What follows belongs to an exercise in optimizing a design on an open flow for small area, a short achievable clock period and few clock cycles per item; a production flow would make more cautious choices.
The RTL was checked by simulation tests, not by an equivalence proof against the original design.
Power is estimated from default activity; no workload was simulated.

== maple ==
==> flow/design.v <==
package hlfr_pkg;
   localparam int BUF_DEPTH_DEF = 256;
   localparam int OPCODE_W = 2;
   localparam int BYTE_W   = 8;
   localparam int INDEX_W  = 8;
   localparam int COUNT_W  = 9;
   localparam int EVENT_W  = 3;
   localparam logic [OPCODE_W-1:0] OP_BYTE    = 2'd0;
   localparam logic [OPCODE_W-1:0] OP_RELEASE = 2'd1;
   localparam logic [OPCODE_W-1:0] OP_READ    = 2'd2;
   localparam logic [EVENT_W-1:0] EV_STORED    = 3'd0;
   localparam logic [EVENT_W-1:0] EV_DROP_DONE = 3'd1;
   localparam logic [EVENT_W-1:0] EV_BAD_FIRST = 3'd2;
   localparam logic [EVENT_W-1:0] EV_BAD_SECND = 3'd3;
   localparam logic [EVENT_W-1:0] EV_OVERFLOW  = 3'd4;
   localparam logic [EVENT_W-1:0] EV_TOO_LONG  = 3'd5;
   localparam logic [EVENT_W-1:0] EV_COMPLETE  = 3'd6;
   localparam logic [EVENT_W-1:0] EV_OTHER_OP  = 3'd7;
   localparam logic [BYTE_W-1:0]  SYNC_FIRST   = 8'h5A;
   localparam logic [BYTE_W-1:0]  SYNC_SECOND  = 8'hA5;
   localparam logic [COUNT_W-1:0] HEADER_BYTES = 9'd3;
   typedef struct packed {
      logic                 frame_done;
      logic [COUNT_W-1:0]   byte_count;
      logic [EVENT_W-1:0]   event_code;
   } hlfr_status_type;
endpackage
import hlfr_pkg::*;
module hlfr_ctrl (
   input  logic                  clock,
   input  logic                  reset,
   input  logic                  accept,
   input  logic [OPCODE_W-1:0]   opcode,
   input  logic [BYTE_W-1:0]     rx_byte,
   output logic                  wr_en,
   output logic [7:0]            wr_pos,
   output hlfr_pkg::hlfr_status_type status
);
   logic [COUNT_W-1:0] count_ff, count_in;
   logic               done_ff, done_in;
   logic               hdr0_ff, hdr0_in;
   logic               hdr1_ff, hdr1_in;
   logic               hdr2_ff, hdr2_in;
   logic               last_ff, last_in;
   logic [7:0]         rem_ff, rem_in;
   logic [EVENT_W-1:0] event_code;
   logic               is_byte;
   assign is_byte = opcode == OP_BYTE;
   always_comb begin
      count_in   = count_ff;
      done_in    = done_ff;
      hdr0_in    = hdr0_ff;
      hdr1_in    = hdr1_ff;
      hdr2_in    = hdr2_ff;
      last_in    = last_ff;
      rem_in     = rem_ff;
      event_code = EV_OTHER_OP;
      case (opcode)
         OP_BYTE: begin
            if (done_ff) begin
               event_code = EV_DROP_DONE;
            end else if (hdr0_ff) begin
               if (rx_byte == SYNC_FIRST) begin
                  count_in   = 9'd1;
                  hdr0_in    = 1'b0;
                  hdr1_in    = 1'b1;
                  event_code = EV_STORED;
               end else begin
                  event_code = EV_BAD_FIRST;
               end
            end else if (hdr1_ff) begin
               hdr1_in = 1'b0;
               if (rx_byte == SYNC_SECOND) begin
                  count_in   = 9'd2;
                  hdr2_in    = 1'b1;
                  event_code = EV_STORED;
               end else begin
                  count_in   = 9'd0;
                  hdr0_in    = 1'b1;
                  event_code = EV_BAD_SECND;
               end
            end else if (hdr2_ff) begin
               hdr2_in = 1'b0;
               if (rx_byte > 8'd253) begin
                  count_in   = 9'd0;
                  hdr0_in    = 1'b1;
                  event_code = EV_TOO_LONG;
               end else if (rx_byte == 8'd0) begin
                  count_in   = 9'd3;
                  done_in    = 1'b1;
                  event_code = EV_COMPLETE;
               end else begin
                  count_in   = 9'd3;
                  rem_in     = rx_byte - 8'd1;
                  last_in    = rx_byte == 8'd1;
                  event_code = EV_STORED;
               end
            end else begin
               count_in = count_ff + 9'd1;
               if (last_ff) begin
                  done_in    = 1'b1;
                  event_code = EV_COMPLETE;
               end else begin
                  rem_in     = rem_ff - 8'd1;
                  last_in    = rem_ff == 8'd1;
                  event_code = EV_STORED;
               end
            end
         end
         OP_RELEASE: begin
            count_in = '0;
            done_in  = 1'b0;
            hdr0_in  = 1'b1;
            hdr1_in  = 1'b0;
            hdr2_in  = 1'b0;
         end
         default: begin
         end
      endcase
   end
   always_ff @(posedge clock) begin
      if (reset) begin
         count_ff <= '0;
         done_ff  <= 1'b0;
         hdr0_ff  <= 1'b1;
         hdr1_ff  <= 1'b0;
         hdr2_ff  <= 1'b0;
      end else if (accept) begin
         count_ff <= count_in;
         done_ff  <= done_in;
         hdr0_ff  <= hdr0_in;
         hdr1_ff  <= hdr1_in;
         hdr2_ff  <= hdr2_in;
      end
   end
   always_ff @(posedge clock) begin
      if (accept) begin
         rem_ff  <= rem_in;
         last_ff <= last_in;
      end
   end
   assign wr_en             = accept && is_byte && !done_ff;
   assign wr_pos            = count_ff[7:0];
   assign status.frame_done = done_in;
   assign status.byte_count = count_in;
   assign status.event_code = event_code;
endmodule
import hlfr_pkg::*;
module hlfr_store #(
   parameter int GRP = 64,
   localparam int NG = 256 / GRP,
   localparam int GW = $clog2(GRP)
) (
   input  logic              clock,
   input  logic              wr_en,
   input  logic [7:0]        wr_addr,
   input  logic [BYTE_W-1:0] wr_data,
   input  logic [GRP-1:0]    rd_lo_oh,
   output logic [NG-1:0][BYTE_W-1:0] grp_data
);
   logic [BYTE_W-1:0] mem [256];
   assign mem[0] = SYNC_FIRST;
   assign mem[1] = SYNC_SECOND;
   for (genvar i = 2; i < 256; i++) begin : g_row
      always_ff @(posedge clock) begin
         if (wr_en && wr_addr == 8'(i)) begin
            mem[i] <= wr_data;
         end
      end
   end
   for (genvar g = 0; g < NG; g++) begin : g_grp
      always_comb begin
         grp_data[g] = '0;
         for (int j = 0; j < GRP; j++) begin
            grp_data[g] = grp_data[g] | (mem[g * GRP + j] & {BYTE_W{rd_lo_oh[j]}});
         end
      end
   end
endmodule
import hlfr_pkg::*;
module header_length_frame_receiver_core
#(
   parameter int BUF_DEPTH = BUF_DEPTH_DEF
) (
   input  logic                clock,
   input  logic                reset,
   input  logic                req_valid,
   output logic                req_ready,
   input  logic [OPCODE_W-1:0] req_opcode,
   input  logic [BYTE_W-1:0]   req_rx_byte,
   input  logic [INDEX_W-1:0]  req_read_index,
   output logic                rsp_valid,
   input  logic                rsp_ready,
   output logic                rsp_frame_done,
   output logic [COUNT_W-1:0]  rsp_byte_count,
   output logic [BYTE_W-1:0]   rsp_read_data,
   output logic [EVENT_W-1:0]  rsp_event_code
);
   localparam int GRP = 16;
   localparam int NG  = 256 / GRP;
   localparam int GW  = $clog2(GRP);
   logic               advance;
   logic               accept;
   logic               wr_en;
   logic [7:0]         wr_pos;
   hlfr_pkg::hlfr_status_type status;
   logic [NG-1:0][BYTE_W-1:0] grp_data;
   logic               s1_valid_ff;
   hlfr_pkg::hlfr_status_type s1_stat_ff;
   logic               s1_rd_ff;
   logic [NG-1:0]      s1_hi_oh_ff;
   logic [NG-1:0][BYTE_W-1:0] s1_grp_ff;
   logic [BYTE_W-1:0]  s1_data;
   logic               rsp_valid_ff;
   hlfr_pkg::hlfr_status_type rsp_stat_ff;
   logic [BYTE_W-1:0]  rsp_data_ff;
   assign advance   = !rsp_valid_ff || rsp_ready;
   assign req_ready = advance;
   assign accept    = req_valid && advance;
   hlfr_ctrl u_ctrl (
      .clock  (clock),
      .reset  (reset),
      .accept (accept),
      .opcode (req_opcode),
      .rx_byte(req_rx_byte),
      .wr_en  (wr_en),
      .wr_pos (wr_pos),
      .status (status)
   );
   hlfr_store #(.GRP(GRP)) u_store (
      .clock   (clock),
      .wr_en   (wr_en),
      .wr_addr (wr_pos),
      .wr_data (req_rx_byte),
      .rd_lo_oh(GRP'(1) << req_read_index[GW-1:0]),
      .grp_data(grp_data)
   );
   always_comb begin
      s1_data = '0;
      for (int g = 0; g < NG; g++) begin
         s1_data = s1_data | (s1_grp_ff[g] & {BYTE_W{s1_hi_oh_ff[g]}});
      end
   end
   always_ff @(posedge clock) begin
      if (reset) begin
         s1_valid_ff  <= 1'b0;
         rsp_valid_ff <= 1'b0;
      end else if (advance) begin
         s1_valid_ff  <= req_valid;
         rsp_valid_ff <= s1_valid_ff;
      end
   end
   always_ff @(posedge clock) begin
      if (advance) begin
         s1_stat_ff  <= status;
         s1_rd_ff    <= req_opcode == OP_READ;
         s1_hi_oh_ff <= NG'(1) << req_read_index[7:GW];
         s1_grp_ff   <= grp_data;
         rsp_stat_ff <= s1_stat_ff;
         rsp_data_ff <= s1_rd_ff ? s1_data : '0;
      end
   end
   assign rsp_valid      = rsp_valid_ff;
   assign rsp_frame_done = rsp_stat_ff.frame_done;
   assign rsp_byte_count = rsp_stat_ff.byte_count;
   assign rsp_read_data  = rsp_data_ff;
   assign rsp_event_code = rsp_stat_ff.event_code;
endmodule
clock: 5.0 ns
lec_check: 0
cap_margin: 20
core_margin: 2
core_utilization: 40
cts_cluster_diameter: 60
cts_cluster_size: 24
place_density: 0.72
setup_slack_margin: 2.8
slew_margin: 20
synth_hierarchical: 1
run.sh (not shown) runs the stock make flow with config.mk's settings and CLKGATE_MAP_FILE= SYNTH_SCRIPT=/design/flow/synth_recipe.tcl, a recipe that flattens the netlist after the stock synthesis.
Testbench counts of maple, summed over its fixed seeds: cycles 24,016, items 24,000.
For yarrow, these inputs were changed with respect to maple:
Settings: PLACE_DENSITY removed (was 0.72).
Results
On combinational cell fraction of total power, maple and yarrow are basically level. Against maple, yarrow reports a clock power that is higher. Count of cells resized by post-cts repair: yarrow vs maple down about 12%. Diff maple -> yarrow | number of nets at the end of the flow | up by a few percent. On register-to-register slack, yarrow does worse than maple. Of the two values seen for critical path's slowest cell, edfxtp_1 was produced by maple and nand2b_4 by yarrow. yarrow vs maple, setup slack after placement went down by 0.35 ns. yarrow vs. maple: final standard cell utilization of the core rose by 1.1 points; met2 layer usage reported by global route rose by 1.7 points; setup slack after layout rose by 0.032 ns. maple ended up with reg -> out as its start-to-end type of the worst setup path; yarrow ended up with in -> out.

[port drivers added, routing unchanged]
In the flow no input, the clock included, has a driving cell. The finished layouts below were timed again as built, in two steps. Step 1, drivers: a clkbuf_16 drives clock and a buf_2 each remaining input, both assumed. Step 2 times the ports against the registers' clock, not the clock port: input delays grow and output delays shrink by t, the midpoint of the rising clock arrivals with the driver on. Three values: no drivers, after step 1, after step 2; two values: the first two.
run	t (ns)	setup slack, ns	worst hold slack (ns)	worst data-port slew with drivers (ns)
maple	0.878	2.484 / 2.394 / 1.683	0.424 / 0.424 / 0.424	0.35
yarrow	0.905	2.516 / 2.456 / 1.700	0.422 / 0.422 / 0.422	0.52
After both steps every run listed still meets setup and hold. The setup slack of yarrow, which loses most, moves by -0.060 ns with the drivers and by -0.816 ns with both steps.
